Source: an optimization exercise on an open RTL-to-GDS flow (aim: small area). Production flows keep margins and buffers that such runs may drop. At most, simulation tests tie the RTL to the original design; equivalence was not proved.

==> module divRow, before the edit <==
module divRow #(
	parameter int W = 16
) (
	input  logic [W-1:0] trial,    
	input  logic [W-1:0] divisor,  
	input  logic         fits,     
	output logic         q,        
	output logic [W-1:0] rem       
);
	localparam int L = (W > 1) ? $clog2(W) : 1;
	logic [W-1:0] b;          
	logic [W-1:0] gen [L+1];  
	logic [W-1:0] pro [L+1];  
	logic [W:0]   c;          
	logic [W-1:0] diff;
	assign b = ~divisor;
	assign gen[0] = {trial[W-1:1] & b[W-1:1], trial[0] | b[0]};
	assign pro[0] = {trial[W-1:1] | b[W-1:1], 1'b0};
	genvar l, j;
	generate
		for (l = 0; l < L; l++)
		begin : gLevel
			for (j = 0; j < W; j++)
			begin : gBit
				if ((j >> l) & 1)
				begin : gMerge
					localparam int M = ((j >> l) << l) - 1;
					assign gen[l + 1][j] = gen[l][j] | (pro[l][j] & gen[l][M]);
					assign pro[l + 1][j] = pro[l][j] & pro[l][M];
				end
				else
				begin : gPass
					assign gen[l + 1][j] = gen[l][j];
					assign pro[l + 1][j] = pro[l][j];
				end
			end
		end
	endgenerate
	assign c    = {gen[L], 1'b1};
	assign diff = b ^ c[W-1:0];
	assign q    = fits & c[W];
	assign rem  = trial ^ (diff & {W{q}});
endmodule
clock: 32.0 ns
lec_check: 0
cap_margin: 20
core_margin: 2
core_utilization: 40
slew_margin: 20
standard.sh (not shown) runs the stock make flow with config.mk's settings and CLKGATE_MAP_FILE= SYNTH_SCRIPT=/design/flow/synth_recipe.tcl, a recipe that flattens the netlist after the stock synthesis.
==> flow/flow/run.sh <==
#!/bin/bash
# The standard layout, with synthesis mapping the logic through an area-oriented ABC script.
set -euo pipefail
here=$(pwd)
export FLOW_ABC_SCRIPT=$here/flow/abc.script
export FLOW_ABC_D=20000
bash standard.sh SYNTH_SCRIPT=$here/flow/synth.tcl finish > $here/make.log 2>&1
==> flow/flow/abc.script <==
strash
dch
map -a -B 0.9
topo
stime -c
buffer -c
upsize -c
dnsize -c
==> flow/flow/synth.tcl <==
# Standard synthesis (synth_recipe.tcl), with ABC run on an area-oriented script
proc synth {args} { yosys synth -nofsm -noshare {*}$args }
proc abc {args} {
  set i [lsearch -exact $args -script]
  if {$i >= 0} { set args [lreplace $args $i [expr {$i + 1}] -script $::env(FLOW_ABC_SCRIPT)] }
  set j [lsearch -exact $args -D]
  if {$j >= 0} { set args [lreplace $args $j [expr {$j + 1}] -D $::env(FLOW_ABC_D)] }
  puts "abc with: $args"
  yosys abc {*}$args
}
source $::env(SCRIPTS_DIR)/synth.tcl
# left out here: clear keep_hierarchy, flatten, clean up, hide names made inside functions, write 1_2_yosys.v
The baseline finished with timing, DRC and antenna clean.
Next try:
--- a/flow/design.v
+++ b/flow/design.v
@@ -88,7 +88,7 @@
 	output logic         q,        
 	output logic [W-1:0] rem       
 );
-	localparam int L = (W > 1) ? $clog2(W) : 1;
+	localparam int L = (W > 8) ? 4 : (W > 4) ? 3 : (W > 2) ? 2 : 1;  
 	logic [W-1:0] b;          
 	logic [W-1:0] gen [L+1];  
 	logic [W-1:0] pro [L+1];  
After rerunning: The changed run finished clean; register-to-register slack is about the same; final area stays the same; die area is unchanged; area after synthesis stays the same; wire length is unchanged; hold slack stays the same; count of clock-buffer cells in the layout does not change; maximum frequency stays the same; setup slack is unchanged; non-clock buffer count is unchanged; first-iteration DRC count does not change; sequential cell count does not change.
The RTL of the first run of this note was laid out without a check of its function.

---

the baseline:
Another version of the RTL of accumulatorCalc (not shown whole).
Size: about 1,700 cells after synthesis, ~34 flip-flops, about 56 I/O pins, about 0.012 mm^2 of cells after synthesis.
==> module divRow, before the edit <==
module divRow #(
	parameter int W = 16
) (
	input  logic [W-1:0] trial,    
	input  logic [W-1:0] divisor,  
	input  logic         fits,     
	output logic         q,        
	output logic [W-1:0] rem       
);
	localparam int L = (W > 8) ? 4 : (W > 4) ? 3 : (W > 2) ? 2 : 1;  
	logic [W-1:0] b;          
	logic [W-1:0] gen [L+1];  
	logic [W-1:0] pro [L+1];  
	logic [W:0]   c;          
	logic [W-1:0] diff;
	assign b = ~divisor;
	always_comb
	begin
		gen[0] = trial & b;
		pro[0] = trial | b;
		gen[0][0] = trial[0] | b[0];
		pro[0][0] = 1'b0;
		gen[0][W-1] = gen[0][W-1] & fits;
		pro[0][W-1] = pro[0][W-1] & fits;
	end
	genvar l, j;
	generate
		for (l = 0; l < L; l++)
		begin : gLevel
			for (j = 0; j < W; j++)
			begin : gBit
				if ((j >> l) & 1)
				begin : gMerge
					localparam int M = ((j >> l) << l) - 1;
					assign gen[l + 1][j] = gen[l][j] | (pro[l][j] & gen[l][M]);
					assign pro[l + 1][j] = pro[l][j] & pro[l][M];
				end
				else
				begin : gPass
					assign gen[l + 1][j] = gen[l][j];
					assign pro[l + 1][j] = pro[l][j];
				end
			end
		end
	endgenerate
	assign c    = {gen[L], 1'b1};
	assign diff = b ^ c[W-1:0];
	assign q    = c[W];
	assign rem  = trial ^ (diff & {W{q}});
endmodule
==> module divider, before the edit <==
module divider (
	input  calcDataPkg::operandT dividend,
	input  calcDataPkg::operandT divisor,
	input  logic    add,        
	input  logic    sub,        
	output calcDataPkg::operandT quotient,
	output calcDataPkg::operandT remainder,  
	output logic    carryOut,   
	output logic    divByZero
);
	localparam int N = 16;
	logic [N-1:0] rem [N+1];  
	assign divByZero = (divisor == '0);
	assign rem[N]    = '0;
	genvar k;
	generate
		for (k = N - 1; k >= 1; k--)
		begin : gRow
			localparam int W = N - k;  
			logic [W-1:0] trial;
			logic [W-1:0] rowRem;
			logic         fits;
			if (W == 1)
			begin : gTop
				assign trial = dividend[k];
			end
			else
			begin : gMid
				assign trial = {rem[k + 1][W-2:0], dividend[k]};
			end
			assign fits = (divisor[N-1:W] == '0) & ~(add | sub);
			divRow #(.W(W)) uRow (
				.trial   (trial),
				.divisor (divisor[W-1:0]),
				.fits    (fits),
				.q       (quotient[k]),
				.rem     (rowRem)
			);
			assign rem[k] = {{(N-W){1'b0}}, rowRem};
		end
	endgenerate
	addSub uLastRow (
		.a        ({rem[1][N-2:0], dividend[0]}),
		.b        (divisor),
		.subtract (~add),
		.restore  (~(add | sub)),
		.diff     (rem[0]),
		.carryOut (carryOut)
	);
	assign quotient[0] = carryOut;
	assign remainder = rem[0];
endmodule
==> module accumulatorCalc, before the edit <==
module accumulatorCalc (
	input  logic    clk,
	input  logic    reset,
	input  calcCtrlPkg::opcodeT  opcode,
	input  calcDataPkg::operandT operand,
	output calcDataPkg::resultT  result,
	output calcCtrlPkg::errorT   error
);
	calcDataPkg::resultT  acc;      
	calcCtrlPkg::errorT   errReg;   
	calcDataPkg::operandT accLow;   
	calcDataPkg::resultT  nextAcc;
	calcCtrlPkg::errorT   nextErr;
	logic    opAdd, opSub, opMul, opDiv, opMod, opPreset, opReset;
	logic    sumCarry;   
	calcDataPkg::resultT  product;
	calcDataPkg::operandT quotient;
	calcDataPkg::operandT remainder;  
	logic    divByZero;
	logic    selMul, selQuot, selRem, selPreset, hold;
	assign accLow = acc[16-1:0];
	assign opAdd    = (opcode == 4'd2);
	assign opSub    = (opcode == 4'd3);
	assign opMul    = (opcode == 4'd4);
	assign opDiv    = (opcode == 4'd5);
	assign opMod    = (opcode == 4'd6);
	assign opPreset = (opcode == 4'd15);
	assign opReset  = (opcode == 4'd1);
	arrayMultiplier uMultiplier (
		.a       (operand),
		.b       (accLow),
		.product (product)
	);
	divider uDivider (
		.dividend  (operand),
		.divisor   (accLow),
		.add       (opAdd),
		.sub       (opSub),
		.quotient  (quotient),
		.remainder (remainder),
		.carryOut  (sumCarry),
		.divByZero (divByZero)
	);
	assign selMul    = ~reset & opMul;
	assign selQuot   = ~reset & opDiv & ~divByZero;
	assign selRem    = ~reset & ((opMod & ~divByZero) | opAdd | opSub);
	assign selPreset = ~reset & opPreset;
	assign hold      = ~reset & ~(opAdd | opSub | opMul | opPreset | opReset |
	                              ((opDiv | opMod) & ~divByZero));
	assign nextAcc[32-1:16] =
		({16{selMul}} & product[32-1:16]) |
		({16{hold}}   & acc[32-1:16]);
	assign nextAcc[16-1:0] =
		({16{selMul}}  & product[16-1:0]) |
		({16{selQuot}} & quotient) |
		({16{selRem}}  & remainder) |
		({16{hold}}    & accLow) |
		16'(selPreset);
	assign nextErr[0] = ~reset & ((opAdd & sumCarry) | (opSub & ~sumCarry));  
	assign nextErr[1] = ~reset & (opDiv | opMod) & divByZero;
	always_ff @(posedge clk)
	begin
		acc    <= nextAcc;
		errReg <= nextErr;
	end
	assign result = acc;
	assign error  = errReg;
endmodule
==> flow/config.mk <==
export PLATFORM = sky130hd
export DESIGN_NAME = accumulatorCalc
export DESIGN_NICKNAME = accumulatorCalc
export VERILOG_FILES = /design/flow/design.v
export SDC_FILE = /design/flow/constraint.sdc
export NUM_CORES = 4
export LEC_CHECK = 0
export CAP_MARGIN = 20
export CORE_MARGIN = 2
export CORE_UTILIZATION = 65
export CTS_BUF_LIST = sky130_fd_sc_hd__clkbuf_8
export GPL_TIMING_DRIVEN = 0
export SLEW_MARGIN = 20
==> flow/constraint.sdc <==
create_clock -name core_clock -period 32.0 [get_ports {clk}]
set_input_delay 6.4000 -clock core_clock [delete_from_list [all_inputs] [get_ports {clk}]]
set_output_delay 6.4000 -clock core_clock [all_outputs]
set_load 0.01 [all_outputs]
==> flow/flow/run.sh <==
#!/bin/bash
# The standard layout, with synthesis mapping the logic through an area-oriented ABC script
# (and without Yosys's early generic ABC pass, so full adders are found in their written
# polarity), the ports buffered with the smallest buffer and no dummy clock-tree loads.
set -euo pipefail
here=$(pwd)
export FLOW_ABC_SCRIPT=$here/flow/abc.script
export FLOW_ABC_D=20000
export BUFFER_PORTS_ARGS="-buffer_cell sky130_fd_sc_hd__buf_1"
export CTS_ARGS="-sink_clustering_enable -repair_clock_nets -buf_list sky130_fd_sc_hd__clkbuf_8 -dont_use_dummy_load"
bash standard.sh SYNTH_SCRIPT=$here/flow/synth.tcl "BUFFER_PORTS_ARGS=$BUFFER_PORTS_ARGS" "CTS_ARGS=$CTS_ARGS" finish > $here/make.log 2>&1
==> flow/flow/abc.script <==
strash
dch
map -a
topo
stime -c
dnsize -c
==> flow/flow/synth.tcl <==
# Standard synthesis (synth_recipe.tcl), with ABC run on an area-oriented script
proc synth {args} { yosys synth -nofsm -noshare -noabc {*}$args }
proc abc {args} {
  set i [lsearch -exact $args -script]
  if {$i >= 0} { set args [lreplace $args $i [expr {$i + 1}] -script $::env(FLOW_ABC_SCRIPT)] }
  set j [lsearch -exact $args -D]
  if {$j >= 0} { set args [lreplace $args $j [expr {$j + 1}] -D $::env(FLOW_ABC_D)] }
  puts "abc with: $args"
  yosys abc {*}$args
}
source $::env(SCRIPTS_DIR)/synth.tcl
# left out here: clear keep_hierarchy, flatten, clean up, hide names made inside functions, write 1_2_yosys.v
The baseline ran to completion and came out clean on the timing, DRC and antenna checks.
[inputs] the candidate vs the baseline
--- a/flow/design.v
+++ b/flow/design.v
@@ -110,21 +110,14 @@
 	logic [W-1:0] b;          
 	logic [W-1:0] gen [L+1];  
 	logic [W-1:0] pro [L+1];  
 	logic [W:0]   c;          
 	logic [W-1:0] diff;
 	assign b = ~divisor;
-	always_comb
-	begin
-		gen[0] = trial & b;
-		pro[0] = trial | b;
-		gen[0][0] = trial[0] | b[0];
-		pro[0][0] = 1'b0;
-		gen[0][W-1] = gen[0][W-1] & fits;
-		pro[0][W-1] = pro[0][W-1] & fits;
-	end
+	assign gen[0] = {trial[W-1:1] & b[W-1:1], trial[0] | b[0]};
+	assign pro[0] = {trial[W-1:1] | b[W-1:1], 1'b0};
 	genvar l, j;
 	generate
 		for (l = 0; l < L; l++)
 		begin : gLevel
 			for (j = 0; j < W; j++)
 			begin : gBit
@@ -141,13 +134,13 @@
 				end
 			end
 		end
 	endgenerate
 	assign c    = {gen[L], 1'b1};
 	assign diff = b ^ c[W-1:0];
-	assign q    = c[W];
+	assign q    = fits & c[W];
 	assign rem  = trial ^ (diff & {W{q}});
 endmodule
 module divider (
 	input  calcDataPkg::operandT dividend,
 	input  calcDataPkg::operandT divisor,
 	input  logic    add,        
@@ -174,25 +167,25 @@
 				assign trial = dividend[k];
 			end
 			else
 			begin : gMid
 				assign trial = {rem[k + 1][W-2:0], dividend[k]};
 			end
-			assign fits = (divisor[N-1:W] == '0) & ~(add | sub);
+			assign fits = (divisor[N-1:W] == '0);
 			divRow #(.W(W)) uRow (
 				.trial   (trial),
 				.divisor (divisor[W-1:0]),
 				.fits    (fits),
 				.q       (quotient[k]),
 				.rem     (rowRem)
 			);
 			assign rem[k] = {{(N-W){1'b0}}, rowRem};
 		end
 	endgenerate
 	addSub uLastRow (
-		.a        ({rem[1][N-2:0], dividend[0]}),
+		.a        (add | sub ? dividend : {rem[1][N-2:0], dividend[0]}),
 		.b        (divisor),
 		.subtract (~add),
 		.restore  (~(add | sub)),
 		.diff     (rem[0]),
 		.carryOut (carryOut)
 	);
@@ -215,13 +208,13 @@
 	logic    opAdd, opSub, opMul, opDiv, opMod, opPreset, opReset;
 	logic    sumCarry;   
 	calcDataPkg::resultT  product;
 	calcDataPkg::operandT quotient;
 	calcDataPkg::operandT remainder;  
 	logic    divByZero;
-	logic    selMul, selQuot, selRem, selPreset, hold;
+	logic    takeQuot, takeRem, hold;
 	assign accLow = acc[16-1:0];
 	assign opAdd    = (opcode == 4'd2);
 	assign opSub    = (opcode == 4'd3);
 	assign opMul    = (opcode == 4'd4);
 	assign opDiv    = (opcode == 4'd5);
 	assign opMod    = (opcode == 4'd6);
@@ -239,31 +232,36 @@
 		.sub       (opSub),
 		.quotient  (quotient),
 		.remainder (remainder),
 		.carryOut  (sumCarry),
 		.divByZero (divByZero)
 	);
-	assign selMul    = ~reset & opMul;
-	assign selQuot   = ~reset & opDiv & ~divByZero;
-	assign selRem    = ~reset & ((opMod & ~divByZero) | opAdd | opSub);
-	assign selPreset = ~reset & opPreset;
-	assign hold      = ~reset & ~(opAdd | opSub | opMul | opPreset | opReset |
-	                              ((opDiv | opMod) & ~divByZero));
+	assign takeQuot = opDiv & ~divByZero;
+	assign takeRem  = (opMod & ~divByZero) | opAdd | opSub;
+	assign hold     = ~(opAdd | opSub | opMul | takeQuot | (opMod & ~divByZero) | opPreset | opReset);
 	assign nextAcc[32-1:16] =
-		({16{selMul}} & product[32-1:16]) |
-		({16{hold}}   & acc[32-1:16]);
+		({16{opMul}} & product[32-1:16]) |
+		({16{hold}}  & acc[32-1:16]);
 	assign nextAcc[16-1:0] =
-		({16{selMul}}  & product[16-1:0]) |
-		({16{selQuot}} & quotient) |
-		({16{selRem}}  & remainder) |
-		({16{hold}}    & accLow) |
-		16'(selPreset);
-	assign nextErr[0] = ~reset & ((opAdd & sumCarry) | (opSub & ~sumCarry));  
-	assign nextErr[1] = ~reset & (opDiv | opMod) & divByZero;
+		({16{opMul}}    & product[16-1:0]) |
+		({16{takeQuot}} & quotient) |
+		({16{takeRem}}  & remainder) |
+		({16{hold}}     & accLow) |
+		16'(opPreset);
+	assign nextErr[0] = (opAdd & sumCarry) | (opSub & ~sumCarry);  
+	assign nextErr[1] = (opDiv | opMod) & divByZero;
 	always_ff @(posedge clk)
 	begin
-		acc    <= nextAcc;
-		errReg <= nextErr;
+		if (reset)
+		begin
+			acc    <= '0;
+			errReg <= '0;
+		end
+		else
+		begin
+			acc    <= nextAcc;
+			errReg <= nextErr;
+		end
 	end
 	assign result = acc;
 	assign error  = errReg;
 endmodule
==> summary.txt <==
When the candidate is measured against the baseline, its part of the cycle the worst path needs turns out 0.48 points higher.
On minimum period implied by the final worst setup slack: between the candidate and the baseline, it ends up higher for the candidate.
The candidate ended with more cell count than the baseline.
Relative to the baseline, cell area after synthesis has increased by 1.3% in the candidate.
Compared to the baseline, the candidate leaves less free space in the core.
Going from the baseline to the candidate, the number of rows in the core area was found to have gone up by about 2%.
When the candidate is set beside the baseline, its routing usage on met3 turns out to be 0.35 points larger.
In the tables for the candidate and the baseline, via count reads lower with the baseline.
Maximum cell stage delay along the critical path: the candidate vs the baseline, no meaningful difference
Taking the baseline as the reference point, the proportion of cell area occupied by multi-input gates of the candidate falls by 1.3 points.
Non-clock buffer count on the candidate is up relative to the baseline.
Total track usage: the candidate > the baseline

-- what the ideal ports hide --
In the flow no input, the clock included, has a driving cell. The finished layouts below were timed again as built, in two steps. Step 1, drivers: a clkbuf_16 drives clk and a buf_2 each remaining input, both assumed. Step 2 also shifts input and output timing later by t, the mid clock arrival at the registers, as if the neighbouring blocks saw the same clock. a / b / c = ideal ports / drivers / drivers and shift; a / b = the first two.
run	t (ns)	setup WS [ns]	hold WS [ns]	latest minus earliest clock arrival (ns)
the first run of note 1	0.337	3.267 / 3.287 / 2.951	0.464 / 0.464 / 0.464	0.007 / 0.007
the second run of note 1	0.337	3.267 / 3.287 / 2.951	0.464 / 0.464 / 0.464	0.007 / 0.007
the baseline	0.324	2.390 / 2.399 / 2.075	0.503 / 0.503 / 0.503	0.012 / 0.012
the candidate	0.323	2.235 / 2.251 / 1.928	0.516 / 0.516 / 0.516	0.019 / 0.020
After both steps every run listed still meets setup and hold.
